This design comes from an exercise in tuning for small area on the open sky130 flow, not from production work.
Only simulation tests tie the RTL to the original design; equivalence was not proved.

==> flow/design.v (excerpt) <==
module nn_top #(
  parameter int data_w = 16,
  parameter int frac_w = 8
) (
  input  wire                clk,
  input  wire                rst_n,
  input  wire                in_valid_w1,
  input  wire                in_valid_w2,
  input  wire                in_valid_d,
  input  wire  [data_w-1:0]  weight1,
  input  wire  [data_w-1:0]  weight2,
  input  wire  [data_w-1:0]  data_point,
  output logic               out_valid,
  output logic [data_w-1:0]  out
);
  logic [15:0] w1 [0:11];
  logic [15:0] w2 [0:2];
  logic [15:0] d  [0:3];
  logic [3:0]  n_w1;
  logic [1:0]  n_w2;
  logic [2:0]  n_d;
  logic        b;
  logic        c2, c3, c4, c5, c6, c7, c8;
  logic [15:0] r, h;
  wire c0 = in_valid_d;
  wire c1 = b & ~in_valid_d;
  always_ff @(posedge clk or negedge rst_n) begin
    if (!rst_n) begin
      b  <= 1'b0;
      c2 <= 1'b0;
      c3 <= 1'b0;
      c4 <= 1'b0;
      c5 <= 1'b0;
      c6 <= 1'b0;
      c7 <= 1'b0;
      c8 <= 1'b0;
    end else begin
      b  <= in_valid_d;
      c2 <= c1;
      c3 <= c2;
      c4 <= c3;
      c5 <= c4;
      c6 <= c5;
      c7 <= c6;
      c8 <= c7;
    end
  end
  always_ff @(posedge clk or negedge rst_n) begin
    if (!rst_n) begin
      n_w1 <= 4'd0;
      n_w2 <= 2'd0;
      n_d  <= 3'd0;
    end else begin
      if (in_valid_w1 && n_w1 != 4'd12) n_w1 <= n_w1 + 4'd1;
      if (in_valid_w2 && n_w2 != 2'd3)  n_w2 <= n_w2 + 2'd1;
      if (in_valid_d  && n_d  != 3'd4)  n_d  <= n_d + 3'd1;
    end
  end
  always_ff @(posedge clk) begin
    if (in_valid_w1) begin
      for (int i = 0; i < 11; i++) w1[i] <= w1[i+1];
      w1[11] <= weight1;
    end
  end
  always_ff @(posedge clk) begin
    if (in_valid_w2) begin
      w2[0] <= w2[1];
      w2[1] <= w2[2];
      w2[2] <= weight2;
    end
  end
  always_ff @(posedge clk) begin
    if (in_valid_d) begin
      d[0] <= d[1];
      d[1] <= d[2];
      d[2] <= d[3];
      d[3] <= data_point;
    end
  end
  wire xa_d0 = c2 | c5;
  wire xa_h  = c4 & ~h[15];
  wire xa_d1 = ~(c2 | c4 | c5);
  wire xb_d2 = c2 | c5;
  wire xb_r  = (c4 | c7) & ~r[15];
  wire xb_d3 = ~(c2 | c4 | c5 | c7);
  ...
For scale: about 1600 cells after synthesis, about 70 I/O pins.
export LEC_CHECK = 0
export CAP_MARGIN = 20
export CORE_MARGIN = 2
export CORE_UTILIZATION = 40
export GPL_TIMING_DRIVEN = 0
export SLEW_MARGIN = 20
create_clock -name core_clock -period 12.0 [get_ports {clk}]
standard.sh (not shown) runs the stock make flow with config.mk's settings and CLKGATE_MAP_FILE= SYNTH_SCRIPT=/design/flow/synth_recipe.tcl, a recipe that flattens the netlist after the stock synthesis.
==> flow/flow/run.sh <==
#!/bin/bash
# Own flow: the standard layout, with an area-oriented resynthesis of the
# combinational logic (see my_synth.tcl). Each tool's output goes to a log here.
set -euo pipefail
W=$PWD
F=$W/flow
R=$W/orfs/results/$FLOW_PLATFORM/nn_top/base
LG=$W/orfs/logs/$FLOW_PLATFORM/nn_top/base

bash standard.sh synth > $W/log_synth_standard.txt 2>&1
cp $R/1_2_yosys.v $W/netlist_standard.v
cp $LG/1_2_yosys.log $W/log_yosys_standard.txt
python3 $F/regs.py list $W/netlist_standard.v > $W/regs_standard.txt

# 2. the area-oriented synthesis of the same RTL; its flip-flops get the
#    standard synthesis's instance names (checked one-to-one, same cell types)
sleep 1
choice=standard
if bash standard.sh SYNTH_SCRIPT=$F/my_synth.tcl do-yosys > $W/log_synth_area.txt 2>&1; then
  cp $LG/1_2_yosys.log $W/log_yosys_area.txt
  cp $R/1_2_yosys.v $W/netlist_area.v
  if [ -s $W/regs_standard.txt ] && python3 $F/regs.py rename $W/netlist_area.v $W/regs_standard.txt; then
    choice=area
  fi
fi
if [ $choice = area ]; then
  cp $W/netlist_area.v $R/1_2_yosys.v
else
  cp $W/netlist_standard.v $R/1_2_yosys.v
fi
echo "netlist used: $choice" > $W/synth_choice.txt
touch $R/1_2_yosys.v

# 3. the rest of the standard layout from that netlist, with the extra make
#    settings in layout_args.txt (one per line: smaller port buffers, CTS options)
args=()
if [ -f $F/layout_args.txt ]; then
  while IFS= read -r line; do
    [ -n "$line" ] && args+=("$line")
  done < $F/layout_args.txt
fi
bash standard.sh "${args[@]}" finish > $W/log_layout.txt 2>&1
==> flow/flow/abc_area_relaxed.script <==
strash
&get -n
&st
&dch
&nf -R 1000
&put
topo
dnsize -c
==> flow/flow/layout_args.txt <==
BUFFER_PORTS_ARGS=-buffer_cell sky130_fd_sc_hd__buf_1
CTS_ARGS=-sink_clustering_enable -repair_clock_nets -sink_clustering_size 20 -sink_clustering_max_diameter 70 -buf_list sky130_fd_sc_hd__clkbuf_8 -dont_use_dummy_load
Other scripts of this flow, unchanged in this note and not shown: flow/flow/my_synth.tcl, flow/flow/regs.py
Rerun with:
==> flow/flow/layout_args.txt (replaced) <==
BUFFER_PORTS_ARGS=-buffer_cell sky130_fd_sc_hd__buf_1
CTS_ARGS=-sink_clustering_enable -repair_clock_nets -sink_clustering_size 16 -sink_clustering_max_diameter 60 -buf_list sky130_fd_sc_hd__clkbuf_8 -dont_use_dummy_load
Settings changed: CORE_UTILIZATION 40 to 70, PLACE_DENSITY set to 0.8.
What happened: Cell count decreases by roughly a tenth. Flip-flop and latch count stays the same. Die area decreases by well over a third. Critical path depth decreases by 3. Utilization increases by 33 points. Setup slack degrades by 0.18 ns. Routed wire length increases slightly. Via count increases by a few percent. Non-clock buffer count decreases by 8. Maximum frequency decreases slightly. First-iteration DRC count increases by well over a third.
Rerun with:
==> flow/flow/abc_area_relaxed.script (replaced) <==
strash
dch -f
amap
topo
dnsize -c
Settings changed: CAP_MARGIN 20 to 5, CORE_UTILIZATION 70 to 40, PLACE_DENSITY 0.8 to unset, SLEW_MARGIN 20 to 5.
Outcome: The new run completed without violations; maximum frequency goes up by about 1.2%; setup slack improved by 0.14 ns; global-route usage goes down by 16 points; routed wire length goes up by about 2%; critical path depth goes down by 1; first-iteration DRC count goes down by about 13%; final area goes up by about 2.2%; sequential cell count stays the same; final cell count goes up by about 30%.

==> re-timing with driven ports <==
How much do the figures lean on ideal ports? The routed layouts below were timed once more, with nothing changed but the port constraints.
Step 1 assumes that a clkbuf_16 drives the clock port and a buf_2 every other input.
Step 2 moves the port delays by t, midway between the first and last clock arrival at a register: inputs arrive t later, outputs are due t later. That takes back most of the time a late clock gives input paths.
Slacks: ideal ports / drivers / drivers and shift; pairs: ideal ports / drivers.
run	t, ns	setup slack, ns	hold slack, ns	worst slew at a driven data input, ns	cell pins on the clock port's net
the first run	0.631	0.424 / 0.436 / -0.195	0.390 / 0.390 / 0.390	0.04	1
the second run	0.611	0.248 / 0.274 / -0.336	0.392 / 0.392 / 0.392	0.03	1
the third run	0.655	0.390 / 0.418 / -0.237	0.414 / 0.414 / 0.414	0.06	1
Met with ideal ports but missed after step 2: setup timing in every run listed. The setup slack of the third run, which loses most, moves by +0.028 ns with the drivers and by -0.627 ns with both steps.
